This is an optimization exercise on Yosys and OpenROAD, whose aim is small area, a short achievable clock period and few clock cycles per item, not a production implementation.
Power and IR drop assume default switching activity.

## rev 12
==> flow/design.v <==
`default_nettype none
package spq_pkg;
   localparam int CAPACITY  = 16;
   localparam int TAG_WIDTH = 16;
   localparam int TAG_IN_W    = 16;
   localparam int PRIO_W      = 32;
   localparam int STATUS_W    = 2;
   localparam int COUNT_OUT_W = 5;
   localparam int STORED_TAG_W = (TAG_WIDTH < TAG_IN_W) ? TAG_WIDTH : TAG_IN_W;
   localparam int ADDR_W = $clog2(CAPACITY);
   localparam int CNT_W  = $clog2(CAPACITY + 1);
   localparam logic [CNT_W-1:0] CAP_CNT = CNT_W'(CAPACITY);
   localparam logic ACT_ENQ = 1'b0;
   localparam logic ACT_DEQ = 1'b1;
   localparam logic [STATUS_W-1:0] STATUS_OK    = 2'd0;
   localparam logic [STATUS_W-1:0] STATUS_EMPTY = 2'd1;
   localparam logic [STATUS_W-1:0] STATUS_FULL  = 2'd2;
endpackage
`default_nettype wire
`default_nettype none
import spq_pkg::*;
module sorted_priority_queue_unit (
   input  wire logic                   clock,
   input  wire logic                   reset,
   input  wire logic                   req_valid,
   output wire logic                   req_ready,
   input  wire logic                   req_action,
   input  wire logic [15:0]            req_item_tag,
   input  wire logic [31:0]            req_priority,
   output wire logic                   rsp_valid,
   input  wire logic                   rsp_ready,
   output wire logic [15:0]            rsp_out_tag,
   output wire logic [31:0]            rsp_out_priority,
   output wire logic                   rsp_out_valid,
   output wire logic [1:0]             rsp_status,
   output wire logic [4:0]             rsp_entry_count
);
   localparam int N = CAPACITY;
   logic                    a_valid;
   logic                    a_act;
   logic [STORED_TAG_W-1:0] a_tag;
   logic [PRIO_W-1:0]       a_prio;
   logic                    b_valid;
   logic                    b_enq_ok;
   logic                    b_deq_ok;
   logic [STATUS_W-1:0]     b_status;
   logic [STORED_TAG_W-1:0] b_tag;
   logic [PRIO_W-1:0]       b_prio;
   logic [N-1:0]            b_hold, b_new, b_left, b_right;
   logic                    o_valid;
   logic [TAG_IN_W-1:0]     o_tag;
   logic [PRIO_W-1:0]       o_prio;
   logic                    o_found;
   logic [STATUS_W-1:0]     o_status;
   logic [COUNT_OUT_W-1:0]  o_count;
   logic                    y_valid;
   logic [TAG_IN_W-1:0]     y_tag;
   logic [PRIO_W-1:0]       y_prio;
   logic                    y_found;
   logic [STATUS_W-1:0]     y_status;
   logic [COUNT_OUT_W-1:0]  y_count;
   logic [PRIO_W-1:0]       s_prio [N];
   logic [STORED_TAG_W-1:0] s_tag  [N];
   logic [N-1:0]            s_v;
   logic [CNT_W-1:0]        count;
   logic apply, move, take, o_free;
   logic [N-1:0] sel_hold, sel_new, sel_left, sel_right;
   logic [N-1:0] cmp, ge, v_nx;
   logic cmp_x, a_enq_ok, a_deq_ok;
   logic [N-1:0] a_hold, a_new, a_left, a_right;
   logic [STATUS_W-1:0] a_status;
   logic [CNT_W-1:0] count_nx;
   logic [TAG_IN_W-1:0]     r_tag;
   logic [PRIO_W-1:0]       r_prio;
   assign apply     = b_valid && !y_valid;
   assign move      = a_valid && (!b_valid || !y_valid);
   assign req_ready = !a_valid || !b_valid || !y_valid;
   assign take      = req_valid && req_ready;
   assign o_free    = !o_valid || rsp_ready;
   assign sel_hold  = apply ? b_hold  : '1;
   assign sel_new   = apply ? b_new   : '0;
   assign sel_left  = apply ? b_left  : '0;
   assign sel_right = apply ? b_right : '0;
   always_comb begin
      for (int i = 0; i < N; i++) begin
         cmp[i] = s_v[i] && (s_prio[i] >= a_prio);
      end
      cmp_x = b_prio >= a_prio;
      for (int i = 0; i < N; i++) begin
         ge[i] = (sel_hold[i] && cmp[i])
               || (sel_new[i] && cmp_x)
               || (sel_left[i] && i > 0 && cmp[(i + N - 1) % N])
               || (sel_right[i] && i < N - 1 && cmp[(i + 1) % N]);
         v_nx[i] = (sel_hold[i] && s_v[i])
                 || sel_new[i]
                 || (sel_left[i] && i > 0 && s_v[(i + N - 1) % N])
                 || (sel_right[i] && i < N - 1 && s_v[(i + 1) % N]);
      end
      a_enq_ok = a_act == ACT_ENQ && !v_nx[N-1];
      a_deq_ok = a_act == ACT_DEQ && v_nx[0];
      a_status = (a_act == ACT_ENQ && v_nx[N-1]) ? STATUS_FULL :
                 ((a_act == ACT_DEQ && !v_nx[0]) ? STATUS_EMPTY : STATUS_OK);
      for (int i = 0; i < N; i++) begin
         a_right[i] = a_deq_ok;
         a_new[i]   = a_enq_ok && !ge[i] && (i == 0 || ge[(i + N - 1) % N]);
         a_left[i]  = a_enq_ok && !ge[i] && (i != 0 && !ge[(i + N - 1) % N]);
         a_hold[i]  = !(a_right[i] || a_new[i] || a_left[i]);
      end
      count_nx = b_enq_ok ? count + CNT_W'(1) : (b_deq_ok ? count - CNT_W'(1) : count);
      r_tag    = b_deq_ok ? TAG_IN_W'(s_tag[0]) : '0;
      r_prio   = b_deq_ok ? s_prio[0] : '0;
   end
   always_ff @(posedge clock) begin
      for (int i = 0; i < N; i++) begin
         s_prio[i] <= ({PRIO_W{sel_hold[i]}} & s_prio[i])
                    | ({PRIO_W{sel_new[i]}}  & b_prio)
                    | ({PRIO_W{sel_left[i]}} & s_prio[(i + N - 1) % N])
                    | ({PRIO_W{sel_right[i] && i < N - 1}} & s_prio[(i + 1) % N]);
         s_tag[i]  <= ({STORED_TAG_W{sel_hold[i]}} & s_tag[i])
                    | ({STORED_TAG_W{sel_new[i]}}  & b_tag)
                    | ({STORED_TAG_W{sel_left[i]}} & s_tag[(i + N - 1) % N])
                    | ({STORED_TAG_W{sel_right[i] && i < N - 1}} & s_tag[(i + 1) % N]);
      end
   end
   always_ff @(posedge clock) begin
      if (reset) begin
         a_valid <= 1'b0;
         b_valid <= 1'b0;
         o_valid <= 1'b0;
         y_valid <= 1'b0;
         s_v     <= '0;
         count   <= '0;
      end else begin
         if (take) a_valid <= 1'b1;
         else if (move) a_valid <= 1'b0;
         if (move) b_valid <= 1'b1;
         else if (apply) b_valid <= 1'b0;
         if (y_valid) begin
            if (o_free) y_valid <= 1'b0;
         end else if (apply && !o_free) begin
            y_valid <= 1'b1;
         end
         if (y_valid || apply) begin
            if (o_free) o_valid <= 1'b1;
         end else if (rsp_ready) begin
            o_valid <= 1'b0;
         end
         s_v <= v_nx;
         if (apply) count <= count_nx;
      end
      if (take) begin
         a_act  <= req_action;
         a_tag  <= req_item_tag[STORED_TAG_W-1:0];
         a_prio <= req_priority;
      end
      if (move) begin
         b_enq_ok <= a_enq_ok;
         b_deq_ok <= a_deq_ok;
         b_status <= a_status;
         b_tag    <= a_tag;
         b_prio   <= a_prio;
         b_hold   <= a_hold;
         b_new    <= a_new;
         b_left   <= a_left;
         b_right  <= a_right;
      end
      if (y_valid) begin
         if (o_free) begin
            o_tag    <= y_tag;
            o_prio   <= y_prio;
            o_found  <= y_found;
            o_status <= y_status;
            o_count  <= y_count;
         end
      end else if (apply) begin
         if (o_free) begin
            o_tag    <= r_tag;
            o_prio   <= r_prio;
            o_found  <= b_deq_ok;
            o_status <= b_status;
            o_count  <= COUNT_OUT_W'(count_nx);
         end else begin
            y_tag    <= r_tag;
            y_prio   <= r_prio;
            y_found  <= b_deq_ok;
            y_status <= b_status;
            y_count  <= COUNT_OUT_W'(count_nx);
         end
      end
   end
   assign rsp_valid        = o_valid;
   assign rsp_out_tag      = o_tag;
   assign rsp_out_priority = o_prio;
   assign rsp_out_valid    = o_found;
   assign rsp_status       = o_status;
   assign rsp_entry_count  = o_count;
endmodule
`default_nettype wire
clock: 5.5 ns
lec_check: 0
cap_margin: 20
core_margin: 2
core_utilization: 40
slew_margin: 20
run.sh (not shown) runs the stock make flow with config.mk's settings and CLKGATE_MAP_FILE= SYNTH_SCRIPT=/design/flow/synth_recipe.tcl, a recipe that flattens the netlist after the stock synthesis.
> inputs changed (rev 12 -> rev 13)
# rev 12
export LEC_CHECK = 0
export CAP_MARGIN = 20
export CORE_MARGIN = 2
export CORE_UTILIZATION = 40
export SLEW_MARGIN = 20
create_clock -name core_clock -period 5.5 [get_ports {clock}]
# rev 13
export LEC_CHECK = 0
export ABC_CLOCK_PERIOD_IN_PS = 2300
export CAP_MARGIN = 20
export CORE_MARGIN = 2
export CORE_UTILIZATION = 40
export SETUP_SLACK_MARGIN = 3.2
export SLEW_MARGIN = 20
create_clock -name core_clock -period 5.5 [get_ports {clock}]
==> results.txt <==
- Part of the power in combinational logic for rev 13: 2.9 points up relative to rev 12
- Rev 13 vs rev 12, uppermost signal routing layer after detailed routing: met5 vs met4
- Rev 13: flow completed, timing, DRC and antenna clean
- Normalized max-slew margin: rev 13 > rev 12
- On later-pin clock latency in the skew report, rev 13 tracks rev 12 almost exactly.
- Where final design area excluding fillers is concerned, rev 12 is better than rev 13.
- Compared with rev 12, rev 13 shows a higher overall track demand over capacity in global routing.
- Where wire length is concerned, rev 12 is better than rev 13.
No run of this note included a check of the RTL's function; only the layout flow was run.

what the ideal ports hide:
The flow's constraints put no driver on any port. The routed layouts listed below were extracted and timed again, unchanged, in two steps.
Step 1 (the two cells are an assumption about what drives the block):
set clk [get_ports {clock}]
set_driving_cell -lib_cell sky130_fd_sc_hd__clkbuf_16 $clk
set_driving_cell -lib_cell sky130_fd_sc_hd__buf_2 [delete_from_list [all_inputs] $clk]
Step 2 also shifts input and output timing later by t, the mid clock arrival at the registers, as if the neighbouring blocks saw the same clock.
Slacks: ideal / step 1 / step 2; pairs: ideal / step 1.
run | shift t [ns] | setup slack, ns | clock arrival spread, ns
rev 12 | 0.810 | 1.429 / 1.429 / 1.429 | 0.032 / 0.032
rev 13 | 0.806 | 2.437 / 2.437 / 2.437 | 0.039 / 0.038
After both steps every run listed still meets setup and hold.
